This is an optimization exercise on Yosys and OpenROAD, whose aim is small area, a short achievable clock period and few clock cycles per item, not a production implementation.
Function was checked by simulation only, so behaviour that the tests miss may differ from the original.
Power figures rest on the tool's default switching activity, not on a simulated workload.

==> design/flow/design.v <==
package sp_octet_pkg;
   localparam int DW_DEF = 16;
endpackage
module sp_tg_lane (
   input  logic [23:0] enc0,    
   input  logic [23:0] enc1,    
   input  logic [15:0] b0,
   input  logic [15:0] b1,
   input  logic [15:0] fb0,
   input  logic [15:0] fb1,
   output logic [15:0] row0,
   output logic [15:0] row1
);
   logic [7:0] nx0, nx1;
   logic [15:0] pp0_0;
   logic [13:0] pp0_1;
   logic [11:0] pp0_2;
   logic [9:0] pp0_3;
   logic [7:0] pp0_4;
   logic [5:0] pp0_5;
   logic [3:0] pp0_6;
   logic [1:0] pp0_7;
   logic [15:0] pp1_0;
   logic [13:0] pp1_1;
   logic [11:0] pp1_2;
   logic [9:0] pp1_3;
   logic [7:0] pp1_4;
   logic [5:0] pp1_5;
   logic [3:0] pp1_6;
   logic [1:0] pp1_7;
   logic s9_0, c9_0, s10_1, c10_1, s11_2, c11_2, s11_3, c11_3, s12_4, c12_4, s12_5, c12_5, s12_6, c12_6, s13_7, c13_7, s13_8, c13_8, s13_9, c13_9, s13_10, c13_10, s14_11, c14_11, s14_12, c14_12, s14_13, c14_13, s14_14, c14_14, s14_15, c14_15, s5_16, c5_16, s6_17, c6_17, s7_18, c7_18, s7_19, c7_19, s8_20, c8_20, s8_21, c8_21, s8_22, c8_22, s9_23, c9_23, s9_24, c9_24, s9_25, c9_25, s9_26, c9_26, s10_27, c10_27, s10_28, c10_28, s10_29, c10_29, s10_30, c10_30, s11_31, c11_31, s11_32, c11_32, s11_33, c11_33, s11_34, c11_34, s12_35, c12_35, s12_36, c12_36, s12_37, c12_37, s12_38, c12_38, s13_39, c13_39, s13_40, c13_40, s13_41, c13_41, s13_42, c13_42, s14_43, c14_43, s14_44, c14_44, s14_45, c14_45, s14_46, c14_46, s3_47, c3_47, s4_48, c4_48, s4_49, c4_49, s5_50, c5_50, s5_51, c5_51, s5_52, c5_52, s6_53, c6_53, s6_54, c6_54, s6_55, c6_55, s7_56, c7_56, s7_57, c7_57, s7_58, c7_58, s8_59, c8_59, s8_60, c8_60, s8_61, c8_61, s9_62, c9_62, s9_63, c9_63, s9_64, c9_64, s10_65, c10_65, s10_66, c10_66, s10_67, c10_67, s11_68, c11_68, s11_69, c11_69, s11_70, c11_70, s12_71, c12_71, s12_72, c12_72, s12_73, c12_73, s13_74, c13_74, s13_75, c13_75, s13_76, c13_76, s14_77, c14_77, s14_78, c14_78, s14_79, c14_79, s1_80, c1_80, s2_81, c2_81, s2_82, c2_82, s3_83, c3_83, s3_84, c3_84, s4_85, c4_85, s4_86, c4_86, s5_87, c5_87, s5_88, c5_88, s6_89, c6_89, s6_90, c6_90, s7_91, c7_91, s7_92, c7_92, s8_93, c8_93, s8_94, c8_94, s9_95, c9_95, s9_96, c9_96, s10_97, c10_97, s10_98, c10_98, s11_99, c11_99, s11_100, c11_100, s12_101, c12_101, s12_102, c12_102, s13_103, c13_103, s13_104, c13_104, s14_105, c14_105, s14_106, c14_106, s0_107, c0_107, s1_108, c1_108, s2_109, c2_109, s3_110, c3_110, s4_111, c4_111, s5_112, c5_112, s6_113, c6_113, s7_114, c7_114, s8_115, c8_115, s9_116, c9_116, s10_117, c10_117, s11_118, c11_118, s12_119, c12_119, s13_120, c13_120, s14_121, c14_121, s0_122, c0_122, s1_123, c1_123, s2_124, c2_124, s3_125, c3_125, s4_126, c4_126, s5_127, c5_127, s6_128, c6_128, s7_129, c7_129, s8_130, c8_130, s9_131, c9_131, s10_132, c10_132, s11_133, c11_133, s12_134, c12_134, s13_135, c13_135, s14_136, c14_136, x15_0, x15_1, x15_2, x15_3, x15_4, x15_5, x15_6, x15_7, x15_8, x15_9, x15_10, x15_11, x15_12, x15_13, x15_14, x15_15, x15_16, x15_17, x15_18, x15_19, x15_20, x15_21, x15_22, x15_23, x15_24, x15_25, x15_26, x15_27, x15_28, x15_29, x15_30, x15_31, x15_32, x15_33;
   for (genvar j = 0; j < 8; j++) begin : g_pp0
      logic one, two, neg;
      logic [16:0] bx;
      logic [15-2*j:0] row;
      assign one = enc0[3*j];
      assign two = enc0[3*j+1];
      assign neg = enc0[3*j+2];
      assign bx = {b0, 1'b0};
      assign row[0] = one & bx[1];
      for (genvar k = 1; k < 16 - 2*j; k++) begin : g_bit
         assign row[k] = ((one & bx[k+1]) | (two & bx[k])) ^ neg;
      end
      assign nx0[j] = neg & ~row[0];
      if (j == 0) assign pp0_0 = row;
      if (j == 1) assign pp0_1 = row;
      if (j == 2) assign pp0_2 = row;
      if (j == 3) assign pp0_3 = row;
      if (j == 4) assign pp0_4 = row;
      if (j == 5) assign pp0_5 = row;
      if (j == 6) assign pp0_6 = row;
      if (j == 7) assign pp0_7 = row;
   end
   for (genvar j = 0; j < 8; j++) begin : g_pp1
      logic one, two, neg;
      logic [16:0] bx;
      logic [15-2*j:0] row;
      assign one = enc1[3*j];
      assign two = enc1[3*j+1];
      assign neg = enc1[3*j+2];
      assign bx = {b1, 1'b0};
      assign row[0] = one & bx[1];
      for (genvar k = 1; k < 16 - 2*j; k++) begin : g_bit
         assign row[k] = ((one & bx[k+1]) | (two & bx[k])) ^ neg;
      end
      assign nx1[j] = neg & ~row[0];
      if (j == 0) assign pp1_0 = row;
      if (j == 1) assign pp1_1 = row;
      if (j == 2) assign pp1_2 = row;
      if (j == 3) assign pp1_3 = row;
      if (j == 4) assign pp1_4 = row;
      if (j == 5) assign pp1_5 = row;
      if (j == 6) assign pp1_6 = row;
      if (j == 7) assign pp1_7 = row;
   end
   sp_ha u_ha0 (.a(pp0_0[9]), .b(pp0_1[7]), .s(s9_0), .co(c9_0));
   sp_fa u_fa1 (.a(pp0_0[10]), .b(pp0_1[8]), .c(pp0_2[6]), .s(s10_1), .co(c10_1));
   sp_fa u_fa2 (.a(pp0_0[11]), .b(pp0_1[9]), .c(pp0_2[7]), .s(s11_2), .co(c11_2));
   sp_fa u_fa3 (.a(pp0_3[5]), .b(pp0_4[3]), .c(pp0_5[1]), .s(s11_3), .co(c11_3));
   sp_fa u_fa4 (.a(pp0_0[12]), .b(pp0_1[10]), .c(pp0_2[8]), .s(s12_4), .co(c12_4));
   sp_fa u_fa5 (.a(pp0_3[6]), .b(pp0_4[4]), .c(pp0_5[2]), .s(s12_5), .co(c12_5));
   sp_ha u_ha6 (.a(pp0_6[0]), .b(pp1_0[12]), .s(s12_6), .co(c12_6));
   sp_fa u_fa7 (.a(pp0_0[13]), .b(pp0_1[11]), .c(pp0_2[9]), .s(s13_7), .co(c13_7));
   sp_fa u_fa8 (.a(pp0_3[7]), .b(pp0_4[5]), .c(pp0_5[3]), .s(s13_8), .co(c13_8));
   sp_fa u_fa9 (.a(pp0_6[1]), .b(nx0[6]), .c(pp1_0[13]), .s(s13_9), .co(c13_9));
   sp_fa u_fa10 (.a(pp1_1[11]), .b(pp1_2[9]), .c(pp1_3[7]), .s(s13_10), .co(c13_10));
   sp_fa u_fa11 (.a(pp0_0[14]), .b(pp0_1[12]), .c(pp0_2[10]), .s(s14_11), .co(c14_11));
   sp_fa u_fa12 (.a(pp0_3[8]), .b(pp0_4[6]), .c(pp0_5[4]), .s(s14_12), .co(c14_12));
   sp_fa u_fa13 (.a(pp0_6[2]), .b(pp0_7[0]), .c(pp1_0[14]), .s(s14_13), .co(c14_13));
   sp_fa u_fa14 (.a(pp1_1[12]), .b(pp1_2[10]), .c(pp1_3[8]), .s(s14_14), .co(c14_14));
   sp_ha u_ha15 (.a(pp1_4[6]), .b(pp1_5[4]), .s(s14_15), .co(c14_15));
   sp_ha u_ha16 (.a(pp0_0[5]), .b(pp0_1[3]), .s(s5_16), .co(c5_16));
   sp_fa u_fa17 (.a(pp0_0[6]), .b(pp0_1[4]), .c(pp0_2[2]), .s(s6_17), .co(c6_17));
   sp_fa u_fa18 (.a(pp0_0[7]), .b(pp0_1[5]), .c(pp0_2[3]), .s(s7_18), .co(c7_18));
   sp_fa u_fa19 (.a(pp0_3[1]), .b(nx0[3]), .c(pp1_0[7]), .s(s7_19), .co(c7_19));
   sp_fa u_fa20 (.a(pp0_0[8]), .b(pp0_1[6]), .c(pp0_2[4]), .s(s8_20), .co(c8_20));
   sp_fa u_fa21 (.a(pp0_3[2]), .b(pp0_4[0]), .c(pp1_0[8]), .s(s8_21), .co(c8_21));
   sp_ha u_ha22 (.a(pp1_1[6]), .b(pp1_2[4]), .s(s8_22), .co(c8_22));
   sp_fa u_fa23 (.a(pp0_2[5]), .b(pp0_3[3]), .c(pp0_4[1]), .s(s9_23), .co(c9_23));
   sp_fa u_fa24 (.a(nx0[4]), .b(pp1_0[9]), .c(pp1_1[7]), .s(s9_24), .co(c9_24));
   sp_fa u_fa25 (.a(pp1_2[5]), .b(pp1_3[3]), .c(pp1_4[1]), .s(s9_25), .co(c9_25));
   sp_ha u_ha26 (.a(nx1[4]), .b(fb1[9]), .s(s9_26), .co(c9_26));
   sp_fa u_fa27 (.a(pp0_3[4]), .b(pp0_4[2]), .c(pp0_5[0]), .s(s10_27), .co(c10_27));
   sp_fa u_fa28 (.a(pp1_0[10]), .b(pp1_1[8]), .c(pp1_2[6]), .s(s10_28), .co(c10_28));
   sp_fa u_fa29 (.a(pp1_3[4]), .b(pp1_4[2]), .c(pp1_5[0]), .s(s10_29), .co(c10_29));
   sp_fa u_fa30 (.a(fb1[10]), .b(c9_0), .c(s10_1), .s(s10_30), .co(c10_30));
   sp_fa u_fa31 (.a(nx0[5]), .b(pp1_0[11]), .c(pp1_1[9]), .s(s11_31), .co(c11_31));
   sp_fa u_fa32 (.a(pp1_2[7]), .b(pp1_3[5]), .c(pp1_4[3]), .s(s11_32), .co(c11_32));
   sp_fa u_fa33 (.a(pp1_5[1]), .b(nx1[5]), .c(fb1[11]), .s(s11_33), .co(c11_33));
   sp_fa u_fa34 (.a(c10_1), .b(s11_2), .c(s11_3), .s(s11_34), .co(c11_34));
   sp_fa u_fa35 (.a(pp1_1[10]), .b(pp1_2[8]), .c(pp1_3[6]), .s(s12_35), .co(c12_35));
   sp_fa u_fa36 (.a(pp1_4[4]), .b(pp1_5[2]), .c(pp1_6[0]), .s(s12_36), .co(c12_36));
   sp_fa u_fa37 (.a(fb1[12]), .b(s12_6), .c(c11_2), .s(s12_37), .co(c12_37));
   sp_fa u_fa38 (.a(c11_3), .b(s12_4), .c(s12_5), .s(s12_38), .co(c12_38));
   sp_fa u_fa39 (.a(pp1_4[5]), .b(pp1_5[3]), .c(pp1_6[1]), .s(s13_39), .co(c13_39));
   sp_fa u_fa40 (.a(nx1[6]), .b(fb1[13]), .c(c12_6), .s(s13_40), .co(c13_40));
   sp_fa u_fa41 (.a(c12_4), .b(c12_5), .c(s13_7), .s(s13_41), .co(c13_41));
   sp_fa u_fa42 (.a(s13_8), .b(s13_9), .c(s13_10), .s(s13_42), .co(c13_42));
   sp_fa u_fa43 (.a(pp1_6[2]), .b(pp1_7[0]), .c(fb1[14]), .s(s14_43), .co(c14_43));
   sp_fa u_fa44 (.a(s14_15), .b(c13_7), .c(c13_8), .s(s14_44), .co(c14_44));
   sp_fa u_fa45 (.a(c13_9), .b(c13_10), .c(s14_11), .s(s14_45), .co(c14_45));
   sp_fa u_fa46 (.a(s14_12), .b(s14_13), .c(s14_14), .s(s14_46), .co(c14_46));
   sp_fa u_fa47 (.a(pp0_0[3]), .b(pp0_1[1]), .c(nx0[1]), .s(s3_47), .co(c3_47));
   sp_fa u_fa48 (.a(pp0_0[4]), .b(pp0_1[2]), .c(pp0_2[0]), .s(s4_48), .co(c4_48));
   sp_ha u_ha49 (.a(pp1_0[4]), .b(pp1_1[2]), .s(s4_49), .co(c4_49));
   sp_fa u_fa50 (.a(pp0_2[1]), .b(nx0[2]), .c(pp1_0[5]), .s(s5_50), .co(c5_50));
   sp_fa u_fa51 (.a(pp1_1[3]), .b(pp1_2[1]), .c(nx1[2]), .s(s5_51), .co(c5_51));
   sp_ha u_ha52 (.a(fb1[5]), .b(s5_16), .s(s5_52), .co(c5_52));
   sp_fa u_fa53 (.a(pp0_3[0]), .b(pp1_0[6]), .c(pp1_1[4]), .s(s6_53), .co(c6_53));
   sp_fa u_fa54 (.a(pp1_2[2]), .b(pp1_3[0]), .c(fb1[6]), .s(s6_54), .co(c6_54));
   sp_fa u_fa55 (.a(c5_16), .b(s6_17), .c(fb0[6]), .s(s6_55), .co(c6_55));
   sp_fa u_fa56 (.a(pp1_1[5]), .b(pp1_2[3]), .c(pp1_3[1]), .s(s7_56), .co(c7_56));
   sp_fa u_fa57 (.a(nx1[3]), .b(fb1[7]), .c(c6_17), .s(s7_57), .co(c7_57));
   sp_fa u_fa58 (.a(s7_18), .b(s7_19), .c(fb0[7]), .s(s7_58), .co(c7_58));
   sp_fa u_fa59 (.a(pp1_3[2]), .b(pp1_4[0]), .c(fb1[8]), .s(s8_59), .co(c8_59));
   sp_fa u_fa60 (.a(s8_22), .b(c7_18), .c(c7_19), .s(s8_60), .co(c8_60));
   sp_fa u_fa61 (.a(s8_20), .b(s8_21), .c(fb0[8]), .s(s8_61), .co(c8_61));
   sp_fa u_fa62 (.a(c8_22), .b(s9_26), .c(s9_0), .s(s9_62), .co(c9_62));
   sp_fa u_fa63 (.a(c8_20), .b(c8_21), .c(s9_23), .s(s9_63), .co(c9_63));
   sp_fa u_fa64 (.a(s9_24), .b(s9_25), .c(fb0[9]), .s(s9_64), .co(c9_64));
   sp_fa u_fa65 (.a(c9_26), .b(c9_23), .c(c9_24), .s(s10_65), .co(c10_65));
   sp_fa u_fa66 (.a(c9_25), .b(s10_27), .c(s10_28), .s(s10_66), .co(c10_66));
   sp_fa u_fa67 (.a(s10_29), .b(fb0[10]), .c(s10_30), .s(s10_67), .co(c10_67));
   sp_fa u_fa68 (.a(c10_27), .b(c10_28), .c(c10_29), .s(s11_68), .co(c11_68));
   sp_fa u_fa69 (.a(s11_31), .b(s11_32), .c(s11_33), .s(s11_69), .co(c11_69));
   sp_fa u_fa70 (.a(c10_30), .b(fb0[11]), .c(s11_34), .s(s11_70), .co(c11_70));
   sp_fa u_fa71 (.a(c11_31), .b(c11_32), .c(c11_33), .s(s12_71), .co(c12_71));
   sp_fa u_fa72 (.a(s12_35), .b(s12_36), .c(c11_34), .s(s12_72), .co(c12_72));
   sp_fa u_fa73 (.a(s12_37), .b(fb0[12]), .c(s12_38), .s(s12_73), .co(c12_73));
   sp_fa u_fa74 (.a(c12_35), .b(c12_36), .c(s13_39), .s(s13_74), .co(c13_74));
   sp_fa u_fa75 (.a(s13_40), .b(c12_37), .c(c12_38), .s(s13_75), .co(c13_75));
   sp_fa u_fa76 (.a(fb0[13]), .b(s13_41), .c(s13_42), .s(s13_76), .co(c13_76));
   sp_fa u_fa77 (.a(c13_39), .b(s14_43), .c(c13_40), .s(s14_77), .co(c14_77));
   sp_fa u_fa78 (.a(c13_41), .b(c13_42), .c(s14_44), .s(s14_78), .co(c14_78));
   sp_fa u_fa79 (.a(fb0[14]), .b(s14_45), .c(s14_46), .s(s14_79), .co(c14_79));
   sp_fa u_fa80 (.a(pp0_0[1]), .b(nx0[0]), .c(pp1_0[1]), .s(s1_80), .co(c1_80));
   sp_fa u_fa81 (.a(pp0_0[2]), .b(pp0_1[0]), .c(pp1_0[2]), .s(s2_81), .co(c2_81));
   sp_ha u_ha82 (.a(pp1_1[0]), .b(fb1[2]), .s(s2_82), .co(c2_82));
   sp_fa u_fa83 (.a(pp1_0[3]), .b(pp1_1[1]), .c(nx1[1]), .s(s3_83), .co(c3_83));
   sp_fa u_fa84 (.a(fb1[3]), .b(s3_47), .c(fb0[3]), .s(s3_84), .co(c3_84));
   sp_fa u_fa85 (.a(pp1_2[0]), .b(fb1[4]), .c(s4_49), .s(s4_85), .co(c4_85));
   sp_fa u_fa86 (.a(c3_47), .b(s4_48), .c(fb0[4]), .s(s4_86), .co(c4_86));
   sp_fa u_fa87 (.a(c4_49), .b(c4_48), .c(s5_50), .s(s5_87), .co(c5_87));
   sp_fa u_fa88 (.a(s5_51), .b(s5_52), .c(fb0[5]), .s(s5_88), .co(c5_88));
   sp_fa u_fa89 (.a(c5_50), .b(c5_51), .c(s6_53), .s(s6_89), .co(c6_89));
   sp_fa u_fa90 (.a(s6_54), .b(c5_52), .c(s6_55), .s(s6_90), .co(c6_90));
   sp_fa u_fa91 (.a(c6_53), .b(c6_54), .c(s7_56), .s(s7_91), .co(c7_91));
   sp_fa u_fa92 (.a(s7_57), .b(c6_55), .c(s7_58), .s(s7_92), .co(c7_92));
   sp_fa u_fa93 (.a(c7_56), .b(s8_59), .c(c7_57), .s(s8_93), .co(c8_93));
   sp_fa u_fa94 (.a(s8_60), .b(c7_58), .c(s8_61), .s(s8_94), .co(c8_94));
   sp_fa u_fa95 (.a(c8_59), .b(c8_60), .c(s9_62), .s(s9_95), .co(c9_95));
   sp_fa u_fa96 (.a(s9_63), .b(c8_61), .c(s9_64), .s(s9_96), .co(c9_96));
   sp_fa u_fa97 (.a(c9_62), .b(c9_63), .c(s10_65), .s(s10_97), .co(c10_97));
   sp_fa u_fa98 (.a(s10_66), .b(c9_64), .c(s10_67), .s(s10_98), .co(c10_98));
   sp_fa u_fa99 (.a(c10_65), .b(c10_66), .c(s11_68), .s(s11_99), .co(c11_99));
   sp_fa u_fa100 (.a(s11_69), .b(c10_67), .c(s11_70), .s(s11_100), .co(c11_100));
   sp_fa u_fa101 (.a(c11_68), .b(c11_69), .c(s12_71), .s(s12_101), .co(c12_101));
   sp_fa u_fa102 (.a(c11_70), .b(s12_72), .c(s12_73), .s(s12_102), .co(c12_102));
   sp_fa u_fa103 (.a(c12_71), .b(s13_74), .c(c12_72), .s(s13_103), .co(c13_103));
   sp_fa u_fa104 (.a(c12_73), .b(s13_75), .c(s13_76), .s(s13_104), .co(c13_104));
   sp_fa u_fa105 (.a(c13_74), .b(s14_77), .c(c13_75), .s(s14_105), .co(c14_105));
   sp_fa u_fa106 (.a(c13_76), .b(s14_78), .c(s14_79), .s(s14_106), .co(c14_106));
   sp_ha u_ha107 (.a(pp0_0[0]), .b(pp1_0[0]), .s(s0_107), .co(c0_107));
   sp_fa u_fa108 (.a(nx1[0]), .b(fb1[1]), .c(s1_80), .s(s1_108), .co(c1_108));
   sp_fa u_fa109 (.a(s2_82), .b(c1_80), .c(s2_81), .s(s2_109), .co(c2_109));
   sp_fa u_fa110 (.a(c2_82), .b(c2_81), .c(s3_83), .s(s3_110), .co(c3_110));
   sp_fa u_fa111 (.a(c3_83), .b(s4_85), .c(c3_84), .s(s4_111), .co(c4_111));
   sp_fa u_fa112 (.a(c4_85), .b(s5_87), .c(c4_86), .s(s5_112), .co(c5_112));
   sp_fa u_fa113 (.a(c5_87), .b(s6_89), .c(c5_88), .s(s6_113), .co(c6_113));
   sp_fa u_fa114 (.a(c6_89), .b(s7_91), .c(c6_90), .s(s7_114), .co(c7_114));
   sp_fa u_fa115 (.a(c7_91), .b(s8_93), .c(c7_92), .s(s8_115), .co(c8_115));
   sp_fa u_fa116 (.a(c8_93), .b(s9_95), .c(c8_94), .s(s9_116), .co(c9_116));
   sp_fa u_fa117 (.a(c9_95), .b(s10_97), .c(c9_96), .s(s10_117), .co(c10_117));
   sp_fa u_fa118 (.a(c10_97), .b(s11_99), .c(c10_98), .s(s11_118), .co(c11_118));
   sp_fa u_fa119 (.a(c11_99), .b(s12_101), .c(c11_100), .s(s12_119), .co(c12_119));
   sp_fa u_fa120 (.a(c12_101), .b(s13_103), .c(c12_102), .s(s13_120), .co(c13_120));
   sp_fa u_fa121 (.a(c13_103), .b(s14_105), .c(c13_104), .s(s14_121), .co(c14_121));
   sp_ha u_ha122 (.a(fb1[0]), .b(s0_107), .s(s0_122), .co(c0_122));
   sp_fa u_fa123 (.a(c0_107), .b(fb0[1]), .c(s1_108), .s(s1_123), .co(c1_123));
   sp_fa u_fa124 (.a(c1_108), .b(fb0[2]), .c(s2_109), .s(s2_124), .co(c2_124));
   sp_fa u_fa125 (.a(c2_109), .b(s3_110), .c(s3_84), .s(s3_125), .co(c3_125));
   sp_fa u_fa126 (.a(c3_110), .b(s4_86), .c(s4_111), .s(s4_126), .co(c4_126));
   sp_fa u_fa127 (.a(s5_88), .b(c4_111), .c(s5_112), .s(s5_127), .co(c5_127));
   sp_fa u_fa128 (.a(c5_112), .b(s6_113), .c(s6_90), .s(s6_128), .co(c6_128));
   sp_fa u_fa129 (.a(c6_113), .b(s7_92), .c(s7_114), .s(s7_129), .co(c7_129));
   sp_fa u_fa130 (.a(s8_94), .b(c7_114), .c(s8_115), .s(s8_130), .co(c8_130));
   sp_fa u_fa131 (.a(s9_96), .b(c8_115), .c(s9_116), .s(s9_131), .co(c9_131));
   sp_fa u_fa132 (.a(s10_98), .b(c9_116), .c(s10_117), .s(s10_132), .co(c10_132));
   sp_fa u_fa133 (.a(s11_100), .b(c10_117), .c(s11_118), .s(s11_133), .co(c11_133));
   sp_fa u_fa134 (.a(s12_102), .b(c11_118), .c(s12_119), .s(s12_134), .co(c12_134));
   sp_fa u_fa135 (.a(s13_104), .b(c12_119), .c(s13_120), .s(s13_135), .co(c13_135));
   sp_fa u_fa136 (.a(s14_106), .b(c13_120), .c(s14_121), .s(s14_136), .co(c14_136));
   sp_x2 u_x1 (.a(pp0_0[15]), .b(pp0_1[13]), .y(x15_0));
   sp_x2 u_x2 (.a(pp0_2[11]), .b(pp0_3[9]), .y(x15_1));
   sp_x2 u_x3 (.a(pp0_4[7]), .b(pp0_5[5]), .y(x15_2));
   sp_x2 u_x4 (.a(pp0_6[3]), .b(pp0_7[1]), .y(x15_3));
   sp_x2 u_x5 (.a(nx0[7]), .b(pp1_0[15]), .y(x15_4));
   sp_x2 u_x6 (.a(pp1_1[13]), .b(pp1_2[11]), .y(x15_5));
   sp_x2 u_x7 (.a(pp1_3[9]), .b(pp1_4[7]), .y(x15_6));
   sp_x2 u_x8 (.a(pp1_5[5]), .b(pp1_6[3]), .y(x15_7));
   sp_x2 u_x9 (.a(pp1_7[1]), .b(nx1[7]), .y(x15_8));
   sp_x2 u_x10 (.a(fb1[15]), .b(x15_0), .y(x15_9));
   sp_x2 u_x11 (.a(x15_1), .b(x15_2), .y(x15_10));
   sp_x2 u_x12 (.a(x15_3), .b(x15_4), .y(x15_11));
   sp_x2 u_x13 (.a(x15_5), .b(x15_6), .y(x15_12));
   sp_x2 u_x14 (.a(x15_7), .b(x15_8), .y(x15_13));
   sp_x2 u_x15 (.a(c14_15), .b(c14_11), .y(x15_14));
   sp_x2 u_x16 (.a(c14_12), .b(c14_13), .y(x15_15));
   sp_x2 u_x17 (.a(c14_14), .b(c14_43), .y(x15_16));
   sp_x2 u_x18 (.a(x15_9), .b(x15_10), .y(x15_17));
   sp_x2 u_x19 (.a(x15_11), .b(x15_12), .y(x15_18));
   sp_x2 u_x20 (.a(x15_13), .b(x15_14), .y(x15_19));
   sp_x2 u_x21 (.a(x15_15), .b(x15_16), .y(x15_20));
   sp_x2 u_x22 (.a(x15_17), .b(x15_18), .y(x15_21));
   sp_x2 u_x23 (.a(c14_44), .b(x15_19), .y(x15_22));
   sp_x2 u_x24 (.a(x15_20), .b(x15_21), .y(x15_23));
   sp_x2 u_x25 (.a(fb0[15]), .b(c14_45), .y(x15_24));
   sp_x2 u_x26 (.a(c14_46), .b(c14_77), .y(x15_25));
   sp_x2 u_x27 (.a(x15_22), .b(x15_23), .y(x15_26));
   sp_x2 u_x28 (.a(x15_24), .b(x15_25), .y(x15_27));
   sp_x2 u_x29 (.a(c14_78), .b(x15_26), .y(x15_28));
   sp_x2 u_x30 (.a(c14_79), .b(x15_27), .y(x15_29));
   sp_x2 u_x31 (.a(x15_28), .b(c14_105), .y(x15_30));
   sp_x2 u_x32 (.a(x15_29), .b(c14_106), .y(x15_31));
   sp_x2 u_x33 (.a(x15_30), .b(x15_31), .y(x15_32));
   sp_x2 u_x34 (.a(c14_121), .b(x15_32), .y(x15_33));
   assign row0 = {c14_136, c13_135, c12_134, c11_133, c10_132, c9_131, c8_130, c7_129, c6_128, c5_127, c4_126, c3_125, c2_124, c1_123, c0_122, s0_122};
   assign row1 = {x15_33, s14_136, s13_135, s12_134, s11_133, s10_132, s9_131, s8_130, s7_129, s6_128, s5_127, s4_126, s3_125, s2_124, s1_123, fb0[0]};
endmodule
module sp_fa (input logic a, b, c, output logic s, co);
   assign s  = a ^ b ^ c;
   assign co = (a & b) | (a & c) | (b & c);
endmodule
module sp_x2 (input logic a, b, output logic y);
   assign y = a ^ b;
endmodule
module sp_ha (input logic a, b, output logic s, co);
   assign s  = a ^ b;
   assign co = a & b;
endmodule
module sp_octet_tiled
#(
   parameter int NUM_TG = 2,
   parameter int DW     = sp_octet_pkg::DW_DEF,
   parameter int KW     = 8
)
(
   input  logic                   clk,
   input  logic                   rstn,
   input  logic                   start,
   input  logic [KW-1:0]          k_steps,
   output logic                   busy,
   input  logic                   c_valid,
   output logic                   c_ready,
   input  logic [NUM_TG*4*DW-1:0] c_data,
   input  logic                   ab_valid,
   output logic                   ab_ready,
   input  logic [NUM_TG*4*DW-1:0] a_data,
   input  logic [NUM_TG*8-1:0]    idx_data,
   input  logic [8*DW-1:0]        b_data,
   output logic                   out_valid,
   input  logic                   out_ready,
   output logic [NUM_TG*4*DW-1:0] out_data
);
   logic          cur_v, cur_first, nxt_v;
   logic [KW-1:0] cur_rem, nxt_k, k_eff;
   logic          cur_last;
   logic          st_acc, ab_hs, out_hs;
   logic          x_v, x_first, x_last;
   logic          y_fin;        
   logic          drain;        
   logic          c_seen;       
   logic          cur_v_n, cur_first_n, nxt_v_n;
   logic [KW-1:0] cur_rem_n, nxt_k_n;
   logic          x_v_n, x_first_n, x_last_n, y_fin_n, c_seen_n, out_valid_n;
   logic          c_ready_n, ab_ready_n, out_block_n, c_ok_n, cur_last_n;
   assign k_eff    = (k_steps == '0) ? KW'(1) : k_steps;
   assign cur_last = (cur_rem == KW'(1));
   assign busy     = nxt_v;
   assign st_acc   = start & ~nxt_v;
   assign ab_hs    = ab_valid & ab_ready;
   assign out_hs   = out_valid & out_ready;
   assign drain    = y_fin & (~out_valid | out_ready);
   always_comb begin
      cur_v_n     = cur_v;
      cur_first_n = cur_first;
      cur_rem_n   = cur_rem;
      nxt_v_n     = nxt_v;
      nxt_k_n     = nxt_k;
      if (!cur_v || (ab_hs && cur_last)) begin
         if (nxt_v) begin
            cur_v_n     = 1'b1;
            cur_first_n = 1'b1;
            cur_rem_n   = nxt_k;
            nxt_v_n     = 1'b0;
         end else if (start) begin
            cur_v_n     = 1'b1;
            cur_first_n = 1'b1;
            cur_rem_n   = k_eff;
         end else begin
            cur_v_n     = 1'b0;
         end
      end else begin
         if (ab_hs) begin
            cur_first_n = 1'b0;
            cur_rem_n   = cur_rem - KW'(1);
         end
         if (st_acc) begin
            nxt_v_n = 1'b1;
            nxt_k_n = k_eff;
         end
      end
      cur_last_n = (cur_rem_n == KW'(1));
      x_v_n     = ab_hs;
      x_first_n = cur_first & ab_hs;
      x_last_n  = cur_last;
      y_fin_n   = (x_v && x_last) ? 1'b1 : drain ? 1'b0 : y_fin;
      c_ready_n = x_v_n & x_first_n;
      c_seen_n  = c_valid & ~c_ready;
      c_ok_n    = c_seen_n & ~c_ready_n;
      out_valid_n = drain ? 1'b1 : out_hs ? 1'b0 : out_valid;
      out_block_n = (y_fin_n & out_valid_n) | (x_v_n & x_last_n & (out_valid_n | y_fin_n));
      ab_ready_n  = cur_v_n & (~cur_first_n | c_ok_n) & ~out_block_n;
   end
   always_ff @(posedge clk) begin
      if (!rstn) begin
         cur_v     <= 1'b0;
         cur_first <= 1'b0;
         cur_rem   <= '0;
         nxt_v     <= 1'b0;
         nxt_k     <= '0;
         x_v       <= 1'b0;
         x_first   <= 1'b0;
         x_last    <= 1'b0;
         y_fin     <= 1'b0;
         c_seen    <= 1'b0;
         out_valid <= 1'b0;
         c_ready   <= 1'b0;
         ab_ready  <= 1'b0;
      end else begin
         cur_v     <= cur_v_n;
         cur_first <= cur_first_n;
         cur_rem   <= cur_rem_n;
         nxt_v     <= nxt_v_n;
         nxt_k     <= nxt_k_n;
         x_v       <= x_v_n;
         x_first   <= x_first_n;
         x_last    <= x_last_n;
         y_fin     <= y_fin_n;
         c_seen    <= c_seen_n;
         out_valid <= out_valid_n;
         c_ready   <= c_ready_n;
         ab_ready  <= ab_ready_n;
      end
   end
   logic [8*24-1:0]        enc_in, xenc;
   logic [16*DW-1:0]       bsel_in, xbsel;
   logic [8*DW-1:0]        y0, y1, r0, r1, res;
   for (genvar w = 0; w < 8; w++) begin : g_enc
      logic [16:0] wx;
      assign wx = {a_data[w*DW +: DW], 1'b0};
      for (genvar j = 0; j < 8; j++) begin : g_dig
         logic x2, x1, x0;
         assign x2 = wx[2*j+2];
         assign x1 = wx[2*j+1];
         assign x0 = wx[2*j];
         assign enc_in[24*w+3*j] = x1 ^ x0;
         assign enc_in[24*w+3*j+1] = (x2 & ~x1 & ~x0) | (~x2 & x1 & x0);
         assign enc_in[24*w+3*j+2] = x2;
      end
   end
   for (genvar q = 0; q < 8; q++) begin : g_sel
      for (genvar c = 0; c < 2; c++) begin : g_col
         logic [1:0] i;
         assign i = idx_data[2*q +: 2];
         assign bsel_in[(2*q+c)*DW +: DW] = b_data[(4*c + i)*DW +: DW];
      end
   end
   always_ff @(posedge clk) begin
      xenc  <= ab_hs ? enc_in : '0;
      xbsel <= bsel_in;
   end
   logic [8*DW-1:0] fb0, fb1;
   assign fb0 = x_first ? c_data : y0;
   assign fb1 = x_first ? '0 : y1;
   for (genvar t = 0; t < NUM_TG; t++) begin : g_tg
      for (genvar r = 0; r < 2; r++) begin : g_row
         for (genvar c = 0; c < 2; c++) begin : g_col
            localparam int L = 4*t + 2*r + c;
            localparam int Q = 4*t + 2*r;
            sp_tg_lane u_lane (
               .enc0 (xenc[24*Q +: 24]),
               .enc1 (xenc[24*(Q+1) +: 24]),
               .b0   (xbsel[(2*Q + c)*DW +: DW]),
               .b1   (xbsel[(2*(Q+1) + c)*DW +: DW]),
               .fb0  (fb0[L*DW +: DW]),
               .fb1  (fb1[L*DW +: DW]),
               .row0 (r0[L*DW +: DW]),
               .row1 (r1[L*DW +: DW])
            );
         end
      end
   end
   always_ff @(posedge clk) begin
      y0 <= r0;
      y1 <= r1;
   end
   for (genvar l = 0; l < 8; l++) begin : g_res
      always_ff @(posedge clk) begin
         if (drain) res[l*DW +: DW] <= y0[l*DW +: DW] + y1[l*DW +: DW];
      end
   end
   assign out_data = res;
endmodule
==> design/flow/flow/run.sh <==
#!/bin/bash
# The standard layout (standard.sh: its synthesis, steps and constraints unchanged) with
# two settings of how the layout is made, read from flow/settings.txt:
#   SETUP_SLACK_MARGIN: ORFS's timing repair aims for this much setup slack at the design's
#     clock period, so it keeps improving the critical paths past what 12 ns needs.
#   BUFFER_PORTS_ARGS: the buffer cell that buffer_ports puts on every input and output port.
# Each tool's full output is in ORFS's log folder (orfs/logs/...); make's own output is kept in
# make.log here.
set -euo pipefail
source flow/settings.txt
bash standard.sh SETUP_SLACK_MARGIN="$MARGIN" BUFFER_PORTS_ARGS="-buffer_cell $PORT_BUF" finish > make.log 2>&1
==> design/flow/flow/settings.txt <==
MARGIN=8
PORT_BUF=sky130_fd_sc_hd__buf_1
==> design/flow/standard.sh <==
#!/bin/bash
# synth_recipe.tcl (not shown) runs the flow's synth.tcl, then flattens the netlist and writes it again
# the make line also repeats each setting of config.mk as NAME=value (left out here)
make -C /OpenROAD-flow-scripts/flow DESIGN_CONFIG=/design/flow/config.mk WORK_HOME=/design/flow/orfs CLKGATE_MAP_FILE= SYNTH_SCRIPT=/design/flow/synth_recipe.tcl "${@:-finish}"
==> design/flow/config.mk <==
export PLATFORM = sky130hd
export DESIGN_NAME = sp_octet_tiled
export DESIGN_NICKNAME = sp_octet_tiled
export VERILOG_FILES = /design/flow/design.v
export SDC_FILE = /design/flow/constraint.sdc
export NUM_CORES = 4
export LEC_CHECK = 0
export CAP_MARGIN = 20
export CORE_MARGIN = 2
export CORE_UTILIZATION = 40
export SLEW_MARGIN = 20
export SYNTH_HIERARCHICAL = 1
export SYNTH_MINIMUM_KEEP_SIZE = 0
==> design/flow/constraint.sdc <==
create_clock -name core_clock -period 12.0 [get_ports {clk}]
set_input_delay 2.4000 -clock core_clock [delete_from_list [all_inputs] [get_ports {clk}]]
set_output_delay 2.4000 -clock core_clock [all_outputs]
set_load 0.01 [all_outputs]
==> impl_metrics.ini, run 1 <==
[outcome]
status = finished clean

[logic_synthesis]
synthFlopType = dfxtp_1
ys_ff_latch = 858
synth.distinct_cells = 75
yosysTopAreaCellShare_pct = 24.6
ys_warn_count = 7
synth_fp_nets = 8676
avgSynthCellArea_um2 = 11.7
ys_async_sr_fraction_pct = 0
ys_seq_area_share_pct = 22.3
synth_cells = 7036
synth-edff-count = 128
synth_top_area_cell = fa_1
ys_top_cells_by_area = fa_1, dfxtp_1, xnor2_1
synth_area_um2 = 82600

[sta]
fmax_mhz = 251
fin_tns_setup_ps = 0
post-route-period-util_pct = 33.2
worst_pin_slew_ps = 1160
slew_headroom_pct = 22.7
rsz0062_at_grt = true
fin_crit_ps = 3990
slew_viol_final = 0
hold_viol_final = 0
setup-violations-final = 0
finalClockSkew_ps = 35.9

[place]
gp_congestion = 0.986
hpwl_mm = 220
numPortBuffers = 545

[cells_and_area]
final_common_cell = xnor2_1
mostFrequentLayoutCells = xnor2_1, a22oi_1, fa_1, dfxtp_1, buf_1
fin_nets = 8721
syn2layout_area_growth_pct = 9.74
final_core_util_pct = 44.2
fill_cells = 19062
drive_gt1_share_pct = 18.4

[critical_path]
cp_data_arrival_time_ps = 4640
cp_num_buf_inv = 1
crit_top_cell = fa_1
start_kind = primary input
worst_path_dominant_cell_family = adder cells
cp.required_ps = 12650
cp-end-kind = register
cp_max_fo = 1
path_class = primary input to register
cp_slowest_stage_delay_ps = 510
slowest_stage = fa_1
path_cells = buf_1, mux2_2, fa_1, fa_2, fa_1, fa_1

[drt]
drc = 0
ant_nets = 0
viasPerCell = 5.98
drt-total-wl_mm = 302
first_pass_iters = 9
avgRoutedWirePerCell_um = 30.2
vias = 59674
drt_iter0_markers = 6533

[power_and_ir_drop]
p_sw_uw = 6880
p_comb_share_pct = 53.0
p_leak_uw = 0.0344
vdd_drop_max_v = 0.000126
p_sw_share_pct = 40.6
p_clk_share_pct = 20.6
p_int_uw = 10100
pwr-share-seq_pct = 26.5
cellPowerDensity_nw_per_um2 = 187

[global_route]
met2_usage_pct = 42.7
grt_usage_pct = 27.8
grt_pass1_wl_mm = 428
gr-total-overflow = 0
gr-usage-met1_pct = 35.4
grt_max_degree = 85
use_met3_pct = 5.80
antenna_found_initial = 142
grt_pass1_vias = 60810
grt-busiest-layer = met2

[floorplanning]
dieArea_um2 = 210000
num_rows = 166
core_um2 = 205000
die_w_um = 459
ios = 546
die_h_um = 459
initial_utilization_pct = 40.3

[clock_network]
cts.sinks = 858
clock-root-buffer = clkbuf_16
clk_pin_slew_ps = 60
cts_tree = yes
htree_levels = 3
numCtsBuffers = 107
clk_latency_ps = 790
cts_buffer_depth = 3
hold_buffers = 0

[min_path]
hold_path.class = register to register

[flow_run]
drv_cap = 0
cells by family (layout without fill, tap and decap cells):
kind of cell	Yosys count	count (layout)	synth area share (%)
xor gates and xnor gates	1459	1459	15.5
AOI/OAI and AO/OA	1424	1424	13.1
adders and majority gates	1226	1226	27.8
DFF	858	858	22.3
and+or+nand+nor	853	853	6.19
buffers and inverters	820	954	6.30
muxes	396	396	8.87
other	0	116	0
final timing paths:
kind / from / endpoint / slack, ps / depth (start not counted)
worst max-delay path: c_data[61] / y1[62] / 8010 / 6
worst min-delay path: cur_rem[6] / cur_rem[6] / 470 / 2
worst max register to register: xenc[11] / y1[28] / 8050 / 8
worst min register to register: cur_rem[6] / cur_rem[6] / 470 / 2
modules after synthesis (local to each module, per instance):
module	times used	cells inside
sp_x2	272	1
sp_tg_lane	8	372
sp_ha	88	1
sp_fa	1008	1
sp_octet_tiled	1	2692
stage by stage:
step                      power, µW  setup WS, ps  cells  area, µm²  hold WS [ps]
after floorplan               13600          7410   7036      83100           434
after global placement        13100          6780   9581      84200           471
after detailed placement      13400          6770   9581      84200           465
after CTS                     17000          7920   9795      88700           476
after global routing          18400          7950   9963      90700           499
final                         16900          8010   9974      90700           471
synthesized netlist by cell type, types with 105 or more instances:
library cell,number
dfxtp_1,730
a21oi_1,149
xor2_1,304
xnor2_1,1155
ha_1,210
buf_4,280
nor2b_1,286
fa_1,1016
nor2_1,111
buf_2,274
and2_1,139
mux4_2,256
a22oi_1,923
mux2_2,128
edfxtp_1,128
a22oi_2,105
registers in the layout (all words and copies together), names as in the netlist:
register	count
xenc	192
xbsel	256
x_first	1
y1	128
x_last	1
res	128
x_v	1
cur_first	1
y0	128
nxt_v	1
y_fin	1
ab_ready	1
nxt_k	8
out_valid	1
c_ready	1
cur_rem	8
cur_v	1
worst register-to-register path: stages (launching register included):
cell and delay [ps]:
dfxtp_1 300, buf_4 380, xnor2_1 190, fa_1 530, fa_2 650, fa_2 490, fa_2 370, fa_1 510
fa_1 410
per-layer routing:
layer	up-vias	share of wire, %	wire length (µm)
met3	872	8.6	26100
met1	30513	38	115000
met5	-	0.035	107
met2	3432	46	137000
met4	18	7.6	22800
li1	24839	-	-
power by group through the flow:
stage / sequential, µW / clock, µW / combinational [µW]
global placement: 4510 / 0 / 8560
CTS: 4450 / 3550 / 9010
detailed placement: 4510 / 0 / 8880
floorplan: 4090 / 0 / 9490
global route: 4520 / 3660 / 10200
finish: 4480 / 3480 / 8980
timing repair:
item	4_1_cts	5_1_grt
hold endpoints to repair	0	0
resized for setup	201	287
pin swaps	1	50
setup endpoints to repair	175	72
cloned	1	20
setup buffers	15	43
layout make-up:
| type | count | area (µm²) | area share [%] |
|---|---|---|---|
| diodes | 116 | 290 | 0.320 |
| clock buffers | 155 | 3170 | 3.50 |
| clock inverters | 43 | 583 | 0.643 |
| inverters | 21 | 78.8 | 0.0869 |
| multi-input cells | 5358 | 59600 | 65.7 |
| flip-flops and latches | 858 | 18900 | 20.9 |
| well taps | 2688 | 3360 | 3.71 |
| repair buffers | 735 | 4670 | 5.15 |
Testbench counts, summed over its fixed seeds: cycles 4,491, tiles 512.
==> inputs of run 2 (changes only) <==
==> design/flow/flow/settings.txt (replaced) <==
MARGIN=10
PORT_BUF=sky130_fd_sc_hd__buf_1
==> run 2 against run 1 <==
Still clean on timing, DRC and antenna. Global-route usage is 4.5 points higher. Count of clock-buffer cells in the layout decreased by 10. Clock power is 3% lower. Die area stayed put. Synthesized cell count is the same. Maximum frequency up 0.16%. Setup slack better by 6.3 ps. Critical path type unchanged. Highest routed layer unchanged.
==> impl_metrics.ini, run 2 <==
[outcome]
status = finished clean

[drt]
ant_nets = 0
drt-total-wl_mm = 346
viasPerCell = 6.18
drt_iter0_markers = 7771
first_pass_iters = 9
avgRoutedWirePerCell_um = 33.4
drc = 0
vias = 64117

[min_path]
whs_path_depth = 2
min_from = cur_rem[6]
hold_path.class = register to register

[global_route]
antenna_found_initial = 125
grt_pass1_vias = 65906
grt_max_degree = 54
gr-total-overflow = 0
grt_usage_pct = 32.3
grt_pass1_wl_mm = 487

[power_and_ir_drop]
power_uw = 18300
pwr-share-seq_pct = 24.9
p_clk_share_pct = 18.6
vdd_drop_max_v = 0.000120
cellPowerDensity_nw_per_um2 = 178
p_leak_uw = 0.0393
p_sw_uw = 7460
p_int_uw = 10800
p_sw_share_pct = 40.8
p_comb_share_pct = 56.6

[sta]
finalClockSkew_ps = 33.3
layout_setup_ws_ps = 8020
fin_tns_setup_ps = 0
hold_viol_final = 0
rsz0062_at_grt = true
fmax_mhz = 251
fin_crit_ps = 3980
post-route-period-util_pct = 33.2
worst_pin_slew_ps = 1080
slew_headroom_pct = 27.7
slew_viol_final = 0
setup-violations-final = 0

[logic_synthesis]
synth_fp_nets = 8676
synth.most_common_cell = xnor2_1
ys_warn_count = 7
synthTopCellsByCount = xnor2_1, fa_1, a22oi_1
synth.distinct_cells = 75
synth-edff-count = 128
ys_seq_area_share_pct = 22.3
synth_top_area_cell = fa_1
synth_cells = 7036
ys_top_cells_by_area = fa_1, dfxtp_1, xnor2_1
yosysTopAreaCellShare_pct = 24.6
synth_area_um2 = 82600
ys_ff_latch = 858
avgSynthCellArea_um2 = 11.7
ys_async_sr_fraction_pct = 0
synthFlopType = dfxtp_1

[floorplanning]
num_rows = 166
initial_utilization_pct = 40.3
die_h_um = 459
ios = 546
core_um2 = 205000
dieArea_um2 = 210000
die_w_um = 459

[clock_network]
clk_pin_slew_ps = 60
cts_buffer_depth = 3
cts_tree = yes
htree_levels = 3
hold_buffers = 0
clk_latency_ps = 760
clock-root-buffer = clkbuf_16
numCtsBuffers = 106
cts.sinks = 858

[cells_and_area]
syn2layout_area_growth_pct = 24.1
regMostFlops = xbsel
largest_reg_flops = 256
mostFrequentLayoutCells = xnor2_1, a22oi_1, fa_1, dfxtp_1, fa_2
fin_area_um2 = 103000
final_common_cell = xnor2_1
fin_nets = 9156
drive_gt1_share_pct = 38.4
final_core_util_pct = 50.0
reg.largest.list = xbsel (256), xenc (192)
fill_cells = 17923

[place]
hpwl_mm = 223
dpl_cell_area_um2 = 84900
numPortBuffers = 545
gp_congestion = 0.990
place_ws_ps = 6340

[critical_path]
cp_data_arrival_time_ps = 4600
cp_max_fo = 1
cp.required_ps = 12620
cp-end-kind = register
critPathLaunch = c_data[12]
reg2reg_depth = 9
path_class = primary input to register
start_kind = primary input
timing.rr.start = xenc[150]

[flow_run]
drv_cap = 0
==> run 2: repair_timing <==
action                     in CTS  in global routing
cloned                        105                  6
pin swaps                     313                248
setup endpoints to repair    1042               1031
resized for setup            1581                664
buffers inserted              284                123
==> run 2: area by class of cell <==
class                           instances  area (µm²)  area share (%)
Inverter                               21        78.8          0.0769
Timing Repair Buffer                 1156       11900            11.6
Clock buffer                          145        3180            3.10
Tap cell                             2688        3360            3.28
Antenna cell                           90         225           0.220
Multi-Input combinational cell       5373       64000            62.5
Clock inverter                         50         463           0.451
Sequential cell                       858       19300            18.8
==> run 2: final timing paths <==
path | endpoint | slack [ps]
max | y1[13] | 8020
min | cur_rem[6] | 490
max reg2reg | y1[124] | 8060
min reg2reg | cur_rem[6] | 490
==> run 2: cell families after synthesis <==
| kind of cell | synth area share [%] |
|---|---|
| AO/OA/AOI/OAI | 13.1 |
| XOR/XNOR | 15.5 |
| adder cells (fa/ha/maj) | 27.8 |
| buffers and inverters | 6.30 |
| flip-flops | 22.3 |
| multiplexers | 8.87 |
| AND/OR/NAND/NOR | 6.19 |
==> run 2: critical path, stage by stage <==
cell and delay [ps]:
buf_1 90, mux2_4 290, fa_2 470, fa_2 350
fa_1 540, fa_2 450
==> run 2: layer usage <==
layer / routed length [µm] / vias up / part of all wire (%) / track usage (%)
met1: 126000 / 32694 / 36 / 39.7
met5: 284 / - / 0.082 / 0.138
met3: 36400 / 1250 / 11 / 8.76
met2: 154000 / 4366 / 45 / 48.6
met4: 29000 / 46 / 8.4 / 23.8
li1: - / 25761 / - / -
==> run 2: modules after synthesis (local to each module, per instance) <==
| module | times used | cells inside |
|---|---|---|
| sp_ha | 88 | 1 |
| sp_x2 | 272 | 1 |
| sp_tg_lane | 8 | 372 |
| sp_octet_tiled | 1 | 2692 |
| sp_fa | 1008 | 1 |
==> run 2: stage by stage <==
step / hold slack [ps] / cells
final: 493 / 10381
after global routing: 501 / 10363
after CTS: 490 / 10162
after detailed placement: 478 / 9578
after global placement: 476 / 9578
after floorplan: 443 / 7036
==> run 2: power groups by stage <==
stage               logic (µW)  registers (µW)  clock network, µW
finish                   10300            4540               3390
CTS                       9920            4490               3440
floorplan                 9700            4110                  0
global placement          8710            4520                  0
global route             11500            4580               3550
detailed placement        8950            4510                  0
==> inputs of run 3 (changes only) <==
--- a/design/flow/config.mk
+++ b/design/flow/config.mk
@@ -10,2 +10,3 @@
 export CORE_UTILIZATION = 40
+export CTS_BUF_LIST = sky130_fd_sc_hd__clkbuf_8
 export SLEW_MARGIN = 20
==> run 3 against run 2 <==
Hold slack got worse by 14 ps. Count of clock-buffer cells in the layout grew 60. Via count up 0.94%. Non-clock buffer count rose by 32. Setup slack improved by 21 ps. Maximum frequency grew 0.52%. Clock power is essentially flat. Combinational power is essentially flat. Synthesized cell count did not move. Sequential cell count unchanged. Cell area is 0.72% higher. Register-to-register slack got worse by 20 ps. Critical path type is now register to register. Critical endpoint is now y1[75].
==> impl_metrics.ini, run 3 <==
[power_and_ir_drop]
cellPowerDensity_nw_per_um2 = 177
p_clk_share_pct = 18.4
p_leak_uw = 0.0396
p_sw_uw = 7560
p_comb_share_pct = 56.9
vdd_drop_max_v = 0.000119
p_sw_share_pct = 41.3
p_int_uw = 10700
pwr-share-seq_pct = 24.8
power_uw = 18300

[drt]
drc = 0
vias = 64721
drt-total-wl_mm = 350
avgRoutedWirePerCell_um = 33.2
viasPerCell = 6.14
drt_iter0_markers = 7934
first_pass_iters = 6
ant_nets = 0

[logic_synthesis]
synth.most_common_cell = xnor2_1
synthFlopType = dfxtp_1
synth_fp_nets = 8676
synth_area_um2 = 82600
yosysTopAreaCellShare_pct = 24.6
synth_cells = 7036
ys_top_cells_by_area = fa_1, dfxtp_1, xnor2_1
avgSynthCellArea_um2 = 11.7
synth_top_area_cell = fa_1
ys_ff_latch = 858
ys_seq_area_share_pct = 22.3
ys_warn_count = 7
synth.distinct_cells = 75
ys_async_sr_fraction_pct = 0
synthTopCellsByCount = xnor2_1, fa_1, a22oi_1
synth-edff-count = 128

[sta]
hold_viol_final = 0
slew_viol_final = 0
slew_headroom_pct = 38.6
fmax_mhz = 253
fin_crit_ps = 3960
post-route-period-util_pct = 33.0
layout_setup_ws_ps = 8040
worst_pin_slew_ps = 919
fin_tns_setup_ps = 0
setup-violations-final = 0
rsz0062_at_grt = true
finalClockSkew_ps = 57.3
hold_slack_ps = 480

[clock_network]
cts_tree = yes
clk_latency_ps = 990
cts_buffer_depth = 3
cts.sinks = 858
clk_pin_slew_ps = 60
clock-root-buffer = clkbuf_8
numCtsBuffers = 169
hold_buffers = 0
htree_levels = 4

[critical_path]
start_kind = register
reg2reg_depth = 10
cp-end-kind = register
reg2reg_to = y1[75]
timing.rr.start = xenc[96]
reg2reg_slack_ps = 8040
cp.required_ps = 12850
cp_data_arrival_time_ps = 4810
cp_max_fo = 11
path_class = register to register

[cells_and_area]
reg.largest.list = xbsel (256), xenc (192)
multi_input_area_um2 = 64600
seqCellArea_um2 = 19300
fin_nets = 9253
drive_gt1_share_pct = 40.7
regMostFlops = xbsel
mostFrequentLayoutCells = xnor2_1, a22oi_1, fa_1, dfxtp_1, fa_2
final_common_cell = xnor2_1
syn2layout_area_growth_pct = 25.0
fin_area_um2 = 103000
fill_cells = 17851
largest_reg_flops = 256

[flow_run]
drv_cap = 0

[floorplanning]
num_rows = 166
dieArea_um2 = 210000
die_h_um = 459
initial_utilization_pct = 40.3
ios = 546
die_w_um = 459
core_um2 = 205000

[global_route]
grt_pass1_wl_mm = 492
grt_usage_pct = 32.6
grt_pass1_vias = 66712
grt_max_degree = 56
antenna_found_initial = 138
gr-total-overflow = 0

[min_path]
min_from = cur_rem[6]
whs_path_depth = 2
min_to = cur_rem[6]
hold_path.class = register to register

[place]
gp_congestion = 0.990
hpwl_mm = 223
numPortBuffers = 545
place_ws_ps = 6340
dpl_cell_area_um2 = 84900

[outcome]
status = finished clean
[run 3: changes by cell type in the layout (fill, tap and decap cells not counted), moves of 38 or more]
cell,delta
buf_1,+38
inv_1,+56
clkbuf_16,-121
clkbuf_8,+196
fa_1,-77
a22oi_1,-69
a22oi_2,+69
fa_2,+77
[run 3: worst max-delay path, cell delays in order, from the launching register on]
cell and delay [ps]:
dfxtp_4 360, buf_12 150, buf_4 140, a22oi_2 170, xnor2_1 170, fa_2 530
fa_2 560, fa_1 430, fa_2 360, fa_2 540, fa_2 420
[run 3: final cells by class]
cell class                      instances  share of cell area (%)
Antenna cell                           98                   0.237
Inverter                               21                  0.0763
Multi-Input combinational cell       5375                    62.6
Timing Repair Buffer                 1188                    11.6
Sequential cell                       858                    18.7
Clock buffer                          205                    2.73
Clock inverter                        110                   0.892
Tap cell                             2688                    3.26
[run 3: power groups by stage]
stage                     logic, µW  clock network, µW  registers, µW
after detailed placement       8950                  0           4510
after global routing          11600               3530           4570
after CTS                      9950               3410           4490
final                         10400               3360           4540
after floorplan                9700                  0           4110
after global placement         8710                  0           4520
[run 3: worst max path at each step]
stage / from / to / slack (ps) / cells after the start
finish: xenc[96] / y1[75] / 8040 / 10
global route: xenc[97] / y1[76] / 7990 / 10
CTS: res[31] / out_data[31] / 7980 / 1
detailed placement: ab_valid / cur_rem[2] / 6340 / 7
global placement: ab_valid / cur_rem[2] / 6360 / 7
floorplan: c_data[124] / y1[125] / 7410 / 6
[run 3: timing repair]
item,4_1_cts,5_1_grt
setup endpoints to repair,1036,1001
hold endpoints to repair,0,0
gates cloned,103,7
buffers inserted,298,144
resized for setup,1702,615
pin swaps,526,325
[run 3: per-stage QoR]
stage / utilization (%) / instances
global placement: 41.4 / 9578
detailed placement: 41.4 / 9578
floorplan: - / 7036
global route: 50.4 / 10522
CTS: 48.4 / 10294
finish: 50.4 / 10543
[run 3: Yosys stat by module, one instance, submodules excluded]
| module | cells | flops+latches |
|---|---|---|
| sp_tg_lane | 372 | 0 |
| sp_fa | 1 | 0 |
| sp_ha | 1 | 0 |
| sp_x2 | 1 | 0 |
| sp_octet_tiled | 2692 | 858 |
[run 3: layer usage]
layer / part of all wire, % / routed length (µm) / up-vias / global-route usage (%)
li1: - / - / 26009 / -
met1: 36 / 128000 / 32934 / 40.0
met2: 45 / 157000 / 4409 / 49.1
met3: 11 / 36900 / 1317 / 9.04
met4: 8.2 / 28700 / 52 / 23.9
met5: 0.093 / 325 / - / 0.161
[run 3: logic make-up (layout without fill, tap and decap cells)]
kind of cell | after synthesis | in the layout | synth area share (%)
xor gates and xnor gates | 1459 | 1459 | 15.5
AOI/OAI and AO/OA | 1424 | 1424 | 13.1
other | 0 | 98 | 0
buffers and inverters | 820 | 1524 | 6.30
DFF | 858 | 858 | 22.3
muxes | 396 | 396 | 8.87
and+or+nand+nor | 853 | 870 | 6.19
adders and majority gates | 1226 | 1226 | 27.8
==> inputs of run 4 (changes only) <==
==> design/flow/flow/settings.txt (replaced) <==
MARGIN=8
PORT_BUF=sky130_fd_sc_hd__buf_1
--- a/design/flow/config.mk
+++ b/design/flow/config.mk
@@ -10,3 +10,3 @@
 export CORE_UTILIZATION = 40
-export CTS_BUF_LIST = sky130_fd_sc_hd__clkbuf_8
+export CTS_CLUSTER_SIZE = 30
 export SLEW_MARGIN = 20
==> run 4 against run 3 <==
Clock skew fell by 21 ps. Still clean. Non-clock buffer count fell by 453. Power fell by 7.4%. Highest routed layer unchanged. Critical path depth fell by 4.
==> impl_metrics.ini, run 4 <==
[outcome]
status = finished clean

[cells_and_area]
fin_nets = 8721
finalNonFillerCells = 9974
final_common_cell = xnor2_1
regMostFlops = xbsel
fill_cells = 19062
fin_area_um2 = 90700
multi_input_area_um2 = 59600
mostFrequentLayoutCells = xnor2_1, a22oi_1, fa_1, dfxtp_1, buf_1
drive_gt1_share_pct = 18.4
reg.largest.list = xbsel (256), xenc (192)
syn2layout_area_growth_pct = 9.74
largest_reg_flops = 256
seqCellArea_um2 = 18900

[critical_path]
cp_data_arrival_time_ps = 4640
path_cells = buf_1, mux2_2, fa_1, fa_2, fa_1, fa_1
reg2reg_depth = 8
reg2reg_slack_ps = 8050
timing.rr.start = xenc[11]
cp.required_ps = 12650
cp-end-kind = register
reg2reg_to = y1[28]
crit_top_cell = fa_1
cp_slowest_stage_delay_ps = 510
slowest_stage = fa_1
path_class = primary input to register
cp_max_fo = 1
start_kind = primary input

[logic_synthesis]
ys_ff_latch = 858
ys_warn_count = 7
yosysTopAreaCellShare_pct = 24.6
avgSynthCellArea_um2 = 11.7
ys_top_cells_by_area = fa_1, dfxtp_1, xnor2_1
synthTopCellsByCount = xnor2_1, fa_1, a22oi_1
synth.distinct_cells = 75
synth_fp_nets = 8676
ys_async_sr_fraction_pct = 0
synth.most_common_cell = xnor2_1
synth_cells = 7036
synth_area_um2 = 82600
synth-edff-count = 128
ys_seq_area_share_pct = 22.3
synthFlopType = dfxtp_1
synth_top_area_cell = fa_1

[clock_network]
clk_pin_slew_ps = 60
cts_buffer_depth = 3
cts.sinks = 858
htree_levels = 3
clock-root-buffer = clkbuf_16
numCtsBuffers = 107
cts_tree = yes
clk_latency_ps = 790

[sta]
fmax_mhz = 251
setup-violations-final = 0
fin_tns_setup_ps = 0
worst_pin_slew_ps = 1160
rsz0062_at_grt = true
hold_viol_final = 0
finalClockSkew_ps = 35.9
hold_slack_ps = 471
layout_setup_ws_ps = 8010
fin_crit_ps = 3990
slew_headroom_pct = 22.7
slew_viol_final = 0
post-route-period-util_pct = 33.2

[power_and_ir_drop]
p_comb_share_pct = 53.0
vdd_drop_max_v = 0.000126
p_clk_share_pct = 20.6
p_sw_share_pct = 40.6
p_int_uw = 10100
cellPowerDensity_nw_per_um2 = 187
p_sw_uw = 6880
p_leak_uw = 0.0344
pwr-share-seq_pct = 26.5

[drt]
avgRoutedWirePerCell_um = 30.2
drt-total-wl_mm = 302
drc = 0
viasPerCell = 5.98
vias = 59674
first_pass_iters = 9
ant_nets = 0
drt_iter0_markers = 6533

[floorplanning]
dieArea_um2 = 210000
die_w_um = 459
core_um2 = 205000
num_rows = 166
ios = 546
die_h_um = 459
initial_utilization_pct = 40.3

[global_route]
grt_max_degree = 85
grt_pass1_wl_mm = 428
gr-total-overflow = 0
antenna_found_initial = 142
grt_usage_pct = 27.8
grt_pass1_vias = 60810

[flow_run]
drv_cap = 0

[place]
place_ws_ps = 6770
numPortBuffers = 545
gp_congestion = 0.986
dp_cells = 9581
dpl_cell_area_um2 = 84200
hpwl_mm = 220

[min_path]
min_from = cur_rem[6]
min_to = cur_rem[6]
whs_path_depth = 2
hold_path.class = register to register
-- run 4: routing by layer --
| layer | GRT usage (%) | vias to the layer above | share of wire (%) |
|---|---|---|---|
| li1 | - | 24839 | - |
| met1 | 35.4 | 30513 | 38 |
| met2 | 42.7 | 3432 | 46 |
| met3 | 5.80 | 872 | 8.6 |
| met4 | 18.4 | 18 | 7.6 |
| met5 | 0.184 | - | 0.035 |
-- run 4: how the worst max path moves through the flow --
stage / startpoint / end / slack [ps] / cells past startpoint
2_1_floorplan: c_data[124] / y1[125] / 7410 / 6
3_3_place_gp: ab_valid / xenc[183] / 6780 / 6
3_5_place_dp: ab_valid / xenc[124] / 6770 / 6
4_1_cts: xenc[49] / y1[45] / 7920 / 9
5_1_grt: xenc[54] / y1[46] / 7950 / 9
6_report: c_data[61] / y1[62] / 8010 / 6
-- run 4: power by group through the flow --
stage	sequential (µW)	combinational (µW)	clock (µW)
after floorplan	4090	9490	0
after global placement	4510	8560	0
after detailed placement	4510	8880	0
after CTS	4450	9010	3550
after global routing	4520	10200	3660
final	4480	8980	3480
-- run 4: repair_timing --
| item | CTS | global route |
|---|---|---|
| pin swaps | 1 | 50 |
| gates resized for setup | 201 | 287 |
| gates cloned | 1 | 20 |
| setup buffers | 15 | 43 |
| hold buffers | 0 | 0 |
| endpoints found under the setup margin | 175 | 72 |
-- run 4: area by class of cell --
| type | instances | share of cell area, % |
|---|---|---|
| multi-input combinational | 5358 | 65.7 |
| sequential | 858 | 20.9 |
| timing repair buffer | 735 | 5.15 |
| tap | 2688 | 3.71 |
| clock buffer | 155 | 3.50 |
| clock inverter | 43 | 0.643 |
| antenna | 116 | 0.320 |
| inverter | 21 | 0.0869 |
-- run 4: cell families after synthesis --
| group | Yosys count | share of synthesized area, % |
|---|---|---|
| AOI/OAI and AO/OA | 1424 | 13.1 |
| xor gates and xnor gates | 1459 | 15.5 |
| adders and majority gates | 1226 | 27.8 |
| buffers and inverters | 820 | 6.30 |
| DFF | 858 | 22.3 |
| muxes | 396 | 8.87 |
| and+or+nand+nor | 853 | 6.19 |
-- run 4: critical path: cells and delay by family --
family | cells | cell delay (ps)
buf+inv | 1 | 150
mux | 1 | 320
fa+ha+maj | 4 | 1760
-- run 4: through the flow --
stage / utilization (%) / power (µW)
6_report: 44.2 / 16900
2_1_floorplan: - / 13600
3_5_place_dp: 41.1 / 13400
5_1_grt: 44.2 / 18400
4_1_cts: 43.3 / 17000
3_3_place_gp: 41.1 / 13100
-- run 4: per-module statistics from Yosys (local to each module, per instance) --
module / cell area, µm² / times used / cells inside / flip-flops and latches
sp_ha: 12.5 / 88 / 1 / 0
sp_tg_lane: 2920 / 8 / 372 / 0
sp_octet_tiled: 35600 / 1 / 2692 / 858
sp_fa: 20.0 / 1008 / 1 / 0
sp_x2: 8.76 / 272 / 1 / 0
==> inputs of run 5 (changes only) <==
--- a/design/flow/config.mk
+++ b/design/flow/config.mk
@@ -9,4 +9,3 @@
 export CORE_MARGIN = 2
-export CORE_UTILIZATION = 40
-export CTS_CLUSTER_SIZE = 30
+export CORE_UTILIZATION = 70
 export SLEW_MARGIN = 20
==> run 5 against run 4 <==
Maximum frequency shrank 2.4%. Count of clock-buffer cells in the layout is 27 lower. Core utilization is 31 points higher. Combinational power up 0.6%. Sequential power about the same. Sequential share of layout area is 0.50 points higher. Final cell count down 13%. Sequential cell count stayed put. Still clean on timing, DRC and antenna. Cell area decreased by 2.8%. Clock power is 11% lower. Power down 1.9%. Setup slack lost 98 ps. Critical endpoint is now y1[94].
==> impl_metrics.ini, run 5 <==
[logic_synthesis]
synth.distinct_cells = 75
synth.most_common_cell = xnor2_1
synth_fp_nets = 8676
yosysTopAreaCellShare_pct = 24.6
synthFlopType = dfxtp_1
synth_cells = 7036
ys_seq_area_share_pct = 22.3
synth-edff-count = 128
ys_ff_latch = 858
synth_top_area_cell = fa_1
synthTopCellsByCount = xnor2_1, fa_1, a22oi_1

[critical_path]
slowest_stage = dfxtp_1
reg2reg_to = y1[94]
cp-end-kind = register
worst_path_dominant_cell_family = adder cells
timing.rr.start = xbsel[178]
cp_max_fo = 14
cp_slowest_stage_delay_ps = 860
reg2reg_slack_ps = 7920
crit_top_cell = fa_1
path_class = register to register
start_kind = register

[clock_network]
cts_buffer_depth = 3
cts.sinks = 858
clock-root-buffer = clkbuf_16
clk_pin_slew_ps = 60
htree_levels = 3
clk_latency_ps = 750

[sta]
hold_slack_ps = 473
hold_viol_final = 0
finalClockSkew_ps = 32.2
fmax_mhz = 245
worst_pin_slew_ps = 1290
layout_setup_ws_ps = 7920
fin_crit_ps = 4080
slew_headroom_pct = 14.0
slew_viol_final = 0
fin_tns_setup_ps = 0

[drt]
drt_iter0_markers = 8924
ant_nets = 0
drc = 0
viasPerCell = 7.12
drt-total-wl_mm = 278
first_pass_iters = 9

[min_path]
min_from = cur_rem[6]
min_to = cur_rem[6]
whs_path_depth = 2
hold_path.class = register to register

[floorplanning]
die_w_um = 348
die_h_um = 348
core_um2 = 118000
dieArea_um2 = 121000

[cells_and_area]
mostFrequentLayoutCells = xnor2_1, a22oi_1, fa_1, dfxtp_1, buf_1
fin_nets = 8688
regMostFlops = xbsel
drive_gt1_share_pct = 17.8
largest_reg_flops = 256
fill_cells = 7957

[power_and_ir_drop]
p_comb_share_pct = 54.3
p_clk_share_pct = 18.6
p_sw_uw = 6870
p_sw_share_pct = 41.3
cellPowerDensity_nw_per_um2 = 189
pwr-share-seq_pct = 27.0
p_int_uw = 9760

[global_route]
gr-total-overflow = 0
grt_usage_pct = 45.2
grt_max_degree = 79

[place]
place_ws_ps = 7020
gp_congestion = 1.03

[outcome]
status = finished clean
-- run 5: worst min-delay path: stages, from the launching register on --
cell and delay, ps:
dfxtp_1 320, nand3_1 70, nand2_1 50
-- run 5: power by group through the flow --
stage / Clock (µW) / Sequential (µW) / Combinational, µW
after floorplan: 0 / 4090 / 9490
after global placement: 0 / 4490 / 8430
after detailed placement: 0 / 4500 / 8830
after CTS: 3100 / 4450 / 8980
after global routing: 3210 / 4520 / 10200
final: 3100 / 4500 / 9030
-- run 5: timing repair --
action                     in CTS  in global routing
gates cloned                    3                 15
pin swaps                       7                 41
gates resized for setup       230                197
buffers inserted               16                 31
hold endpoints to repair        0                  0
setup endpoints to repair     112                 59
-- run 5: per-stage QoR --
step | std cells | util [%] | total power [µW] | cell area [µm²]
5_1_grt | 8675 | 74.9 | 17900 | 88100
4_1_cts | 8621 | 73.8 | 16500 | 86800
3_5_place_dp | 8420 | 70.3 | 13300 | 82700
6_report | 8702 | 75.0 | 16600 | 88200
3_3_place_gp | 8420 | 70.3 | 12900 | 82700
2_1_floorplan | 7036 | - | 13600 | 83100
-- run 5: layout make-up --
| cell class | instances | area (µm²) | area share [%] |
|---|---|---|---|
| Clock buffer | 128 | 2770 | 3.14 |
| Clock inverter | 54 | 512 | 0.581 |
| Timing Repair Buffer | 712 | 4340 | 4.92 |
| Sequential cell | 858 | 18900 | 21.4 |
| Inverter | 21 | 78.8 | 0.0894 |
| Tap cell | 1536 | 1920 | 2.18 |
| Antenna cell | 35 | 87.6 | 0.0994 |
| Multi-Input combinational cell | 5358 | 59600 | 67.6 |
-- run 5: metal layers --
metal / vias up / share of wire (%) / GRT usage, %
li1: 24673 / - / -
met1: 30792 / 35 / 58.2
met2: 5146 / 43 / 66.5
met3: 1253 / 15 / 18.2
met4: 118 / 6.3 / 22.2
met5: - / 0.34 / 0.680
-- run 5: cells by family (layout without fill, tap and decap cells) --
logic type | Yosys count | after routing | synth area share, %
XOR/XNOR | 1459 | 1459 | 15.5
AO/OA/AOI/OAI | 1424 | 1424 | 13.1
adder cells (fa/ha/maj) | 1226 | 1226 | 27.8
flip-flops | 858 | 858 | 22.3
AND/OR/NAND/NOR | 853 | 853 | 6.19
buffers and inverters | 820 | 915 | 6.30
multiplexers | 396 | 396 | 8.87
other | 0 | 35 | 0
-- run 5: worst max-delay path by stage --
| stage | startpoint | to | depth (start not counted) |
|---|---|---|---|
| 2_1_floorplan | c_data[124] | y1[125] | 6 |
| 3_3_place_gp | ab_valid | cur_rem[0] | 7 |
| 3_5_place_dp | ab_valid | cur_rem[0] | 7 |
| 4_1_cts | xbsel[150] | y1[94] | 8 |
| 5_1_grt | xenc[124] | y1[94] | 9 |
| 6_report | xbsel[178] | y1[94] | 7 |
-- run 5: Yosys stat by module (local to each module, per instance) --
module | cells inside | cell area, µm² | times used
sp_fa | 1 | 20.0 | 1008
sp_ha | 1 | 12.5 | 88
sp_octet_tiled | 2692 | 35600 | 1
sp_tg_lane | 372 | 2920 | 8
sp_x2 | 1 | 8.76 | 272

Re-timed with assumed drivers on the ports (clkbuf_16 on the clock, buf_2 on other inputs), run 5 has 7.915 ns of setup slack against 7.915 ns with ideal ports, and 7.294 ns once port delays also move by the mid clock arrival of 0.819 ns.
